Context: an optimization exercise on an open-source flow, tuned for small area. The choices shown serve that exercise and are no tape-out recipe.
Function was checked by simulation only, so behaviour that the tests miss may differ from the original.
Power is estimated from default activity; no workload was simulated.

==> flow/design.v <==
module clk_div_bank #(
   parameter int unsigned CHANNELS = 12,
   parameter int unsigned CNT_W    = 20,
   parameter int unsigned AW       = 4
) (
   input  logic                clk,
   input  logic                rst_n,
   input  logic                cfg_we,
   input  logic [AW-1:0]       cfg_addr,
   input  logic [CNT_W-1:0]    cfg_div,
   input  logic [CHANNELS-1:0] en,
   input  logic                sync,
   output logic [CHANNELS-1:0] cout,
   output logic [CHANNELS-1:0] tick,
   output logic [CHANNELS-1:0] cfg_pend
);
   localparam int unsigned CAP_SH = CNT_W - 1;
   localparam int unsigned HW     = CNT_W - 1;
   function automatic logic [HW-1:0] rst_half(input int unsigned idx);
      if (idx + 1 >= CAP_SH) rst_half = (HW'(1) << (CAP_SH - 1)) - HW'(1);
      else rst_half = (HW'(1) << idx) - HW'(1);
   endfunction
   logic [HW-1:0] wl_c;
   logic          wb_c;
   logic          whi_c;
   assign whi_c = |cfg_div[CNT_W-1:1];
   assign wb_c  = cfg_div[0] & whi_c;
   assign wl_c  = whi_c ? (cfg_div[CNT_W-1:1] - HW'(!cfg_div[0])) : '0;
   logic [CHANNELS-1:0] pf_q, cout_q, tick_q;
   for (genvar i = 0; i < CHANNELS; i++) begin : g_ch
      logic [HW-1:0] r_q, rn_q, l_q, l_s, pl_q;
      logic          ph_q, b_q, pb_q;
      logic          wr, fresh, rz, r_b, r_b1, bnd, rst_c, end_hi, low_c;
      logic [HW-1:0] xl;
      logic          xb;
      assign l_q    = l_s ^ rst_half(i);
      assign r_q    = ~rn_q;
      assign wr     = cfg_we && (cfg_addr == AW'(i));
      assign fresh  = !cout_q[i] && !ph_q;
      assign rz     = (r_q == '0);
      assign r_b    = (r_q == HW'(b_q));
      assign r_b1   = (r_q == HW'(b_q) + HW'(1));
      assign bnd    = !fresh && rz;
      assign rst_c  = !en[i] || sync || bnd;
      assign end_hi = !fresh && !ph_q && r_b1;
      assign low_c  = ph_q || r_b;
      assign xl = (wl_c & {HW{wr}}) | (pl_q & {HW{!wr}});
      assign xb = (wb_c & wr) | (pb_q & !wr);
      always_ff @(posedge clk) begin
         rn_q <= (fresh || end_hi) ? ~l_q : (rn_q + HW'(1));
         pl_q <= xl;
         pb_q <= xb;
      end
      always_ff @(posedge clk or negedge rst_n) begin
         if (!rst_n) begin
            ph_q      <= 1'b0;
            l_s       <= '0;
            b_q       <= 1'b0;
            pf_q[i]   <= 1'b0;
            cout_q[i] <= 1'b0;
            tick_q[i] <= 1'b0;
         end else begin
            cout_q[i] <= !rst_c && (fresh || !low_c);
            tick_q[i] <= bnd && en[i] && !sync;
            if (rst_c) begin
               ph_q    <= 1'b0;
               pf_q[i] <= 1'b0;
               if (wr || pf_q[i]) begin
                  l_s <= xl ^ rst_half(i);
                  b_q <= xb;
               end
            end else begin
               ph_q    <= !fresh && (low_c || r_b1);
               pf_q[i] <= pf_q[i] || wr;
            end
         end
      end
   end
   assign cout     = cout_q;
   assign tick     = tick_q;
   assign cfg_pend = pf_q;
endmodule
export LEC_CHECK = 0
export CAP_MARGIN = 20
export CORE_MARGIN = 2
export CORE_UTILIZATION = 70
export SLEW_MARGIN = 20
create_clock -name core_clock -period 5.0 [get_ports {clk}]
standard.sh (not shown) runs the stock make flow with config.mk's settings and CLKGATE_MAP_FILE= SYNTH_SCRIPT=/design/flow/synth_recipe.tcl, a recipe that flattens the netlist after the stock synthesis.
==> flow/flow/run.sh <==
#!/bin/bash
set -euo pipefail
work=$PWD
export AREA_ABC_SCRIPT=$work/flow/abc_area.script
export CTS_ARGS="-sink_clustering_enable -repair_clock_nets -sink_clustering_size 16 -sink_clustering_max_diameter 60 -buf_list sky130_fd_sc_hd__clkbuf_8 -dont_use_dummy_load"
export BUFFER_PORTS_ARGS="-buffer_cell sky130_fd_sc_hd__buf_1"
{ head -n 1 synth_recipe.tcl; cat flow/abc_proc.tcl; tail -n +2 synth_recipe.tcl; } > synth_area.tcl
sed "s|SYNTH_SCRIPT=[^ ]*|SYNTH_SCRIPT=$work/synth_area.tcl|" standard.sh > synth_area.sh
bash synth_area.sh synth > synth_make.log 2>&1
bash standard.sh > standard_make.log 2>&1
==> flow/flow/abc_area.script <==
strash
&get -n
&st
&dch
&nf -R 1000
&st
&syn2
&dch
&nf -R 1000
&st
&dch
&nf -R 1000
&put
topo
==> flow/flow/abc_proc.tcl <==
# Run ABC with this flow's area-oriented script in place of the one ORFS picks; every other
# argument (liberty, dont_use cells, constraints) is kept as ORFS sets it.
proc abc {args} {
  set i [lsearch $args -script]
  if {$i >= 0} { lset args [expr {$i + 1}] $::env(AREA_ABC_SCRIPT) }
  yosys abc {*}$args
}
Next try:
--- a/flow/design.v
+++ b/flow/design.v
@@ -27,15 +27,13 @@
    assign wb_c  = cfg_div[0] & whi_c;
    assign wl_c  = whi_c ? (cfg_div[CNT_W-1:1] - HW'(!cfg_div[0])) : '0;
    logic [CHANNELS-1:0] pf_q, cout_q, tick_q;
    for (genvar i = 0; i < CHANNELS; i++) begin : g_ch
-      logic [HW-1:0] r_q, rn_q, l_q, l_s, pl_q;
+      logic [HW-1:0] r_q, l_q, pl_q;
       logic          ph_q, b_q, pb_q;
       logic          wr, fresh, rz, r_b, r_b1, bnd, rst_c, end_hi, low_c;
       logic [HW-1:0] xl;
       logic          xb;
-      assign l_q    = l_s ^ rst_half(i);
-      assign r_q    = ~rn_q;
       assign wr     = cfg_we && (cfg_addr == AW'(i));
       assign fresh  = !cout_q[i] && !ph_q;
       assign rz     = (r_q == '0);
       assign r_b    = (r_q == HW'(b_q));
@@ -46,16 +44,16 @@
       assign low_c  = ph_q || r_b;
       assign xl = (wl_c & {HW{wr}}) | (pl_q & {HW{!wr}});
       assign xb = (wb_c & wr) | (pb_q & !wr);
       always_ff @(posedge clk) begin
-         rn_q <= (fresh || end_hi) ? ~l_q : (rn_q + HW'(1));
+         r_q <= (fresh || end_hi) ? l_q : (r_q - HW'(1));
          pl_q <= xl;
          pb_q <= xb;
       end
       always_ff @(posedge clk or negedge rst_n) begin
          if (!rst_n) begin
             ph_q      <= 1'b0;
-            l_s       <= '0;
+            l_q       <= rst_half(i);
             b_q       <= 1'b0;
             pf_q[i]   <= 1'b0;
             cout_q[i] <= 1'b0;
             tick_q[i] <= 1'b0;
@@ -65,9 +63,9 @@
             if (rst_c) begin
                ph_q    <= 1'b0;
                pf_q[i] <= 1'b0;
                if (wr || pf_q[i]) begin
-                  l_s <= xl ^ rst_half(i);
+                  l_q <= xl;
                   b_q <= xb;
                end
             end else begin
                ph_q    <= !fresh && (low_c || r_b1);
Result: Cell area is higher by about 0.46%; maximum frequency is lower by about 11%; synthesized area is higher by about 1%; final cell count is lower by about 1.8%; total power is higher by 3.4%.

-- re-timing with driven ports --
The flow's constraints put no driver on any port. The routed layouts listed below were extracted and timed again, unchanged, in two steps.
Step 1 (the two cells are an assumption about what drives the block):
set clk [get_ports {clk}]
set_driving_cell -lib_cell sky130_fd_sc_hd__clkbuf_16 $clk
set_driving_cell -lib_cell sky130_fd_sc_hd__buf_2 [delete_from_list [all_inputs] $clk]
Step 2 also shifts input and output timing later by t, the mid clock arrival at the registers, as if the neighbouring blocks saw the same clock.
Three values: no drivers, after step 1, after step 2; two values: the first two.
run | t, ns | slack for setup (ns) | worst setup path at the end
the first run | 0.718 | 1.522 / 1.522 / 0.853 | input to register
the second run | 0.720 | 1.086 / 1.121 / 0.401 | input to register
After both steps setup and hold are still met in every run listed. For the second run, which loses most, drivers alone change the setup slack by +0.035 ns; drivers and shift together by -0.685 ns.
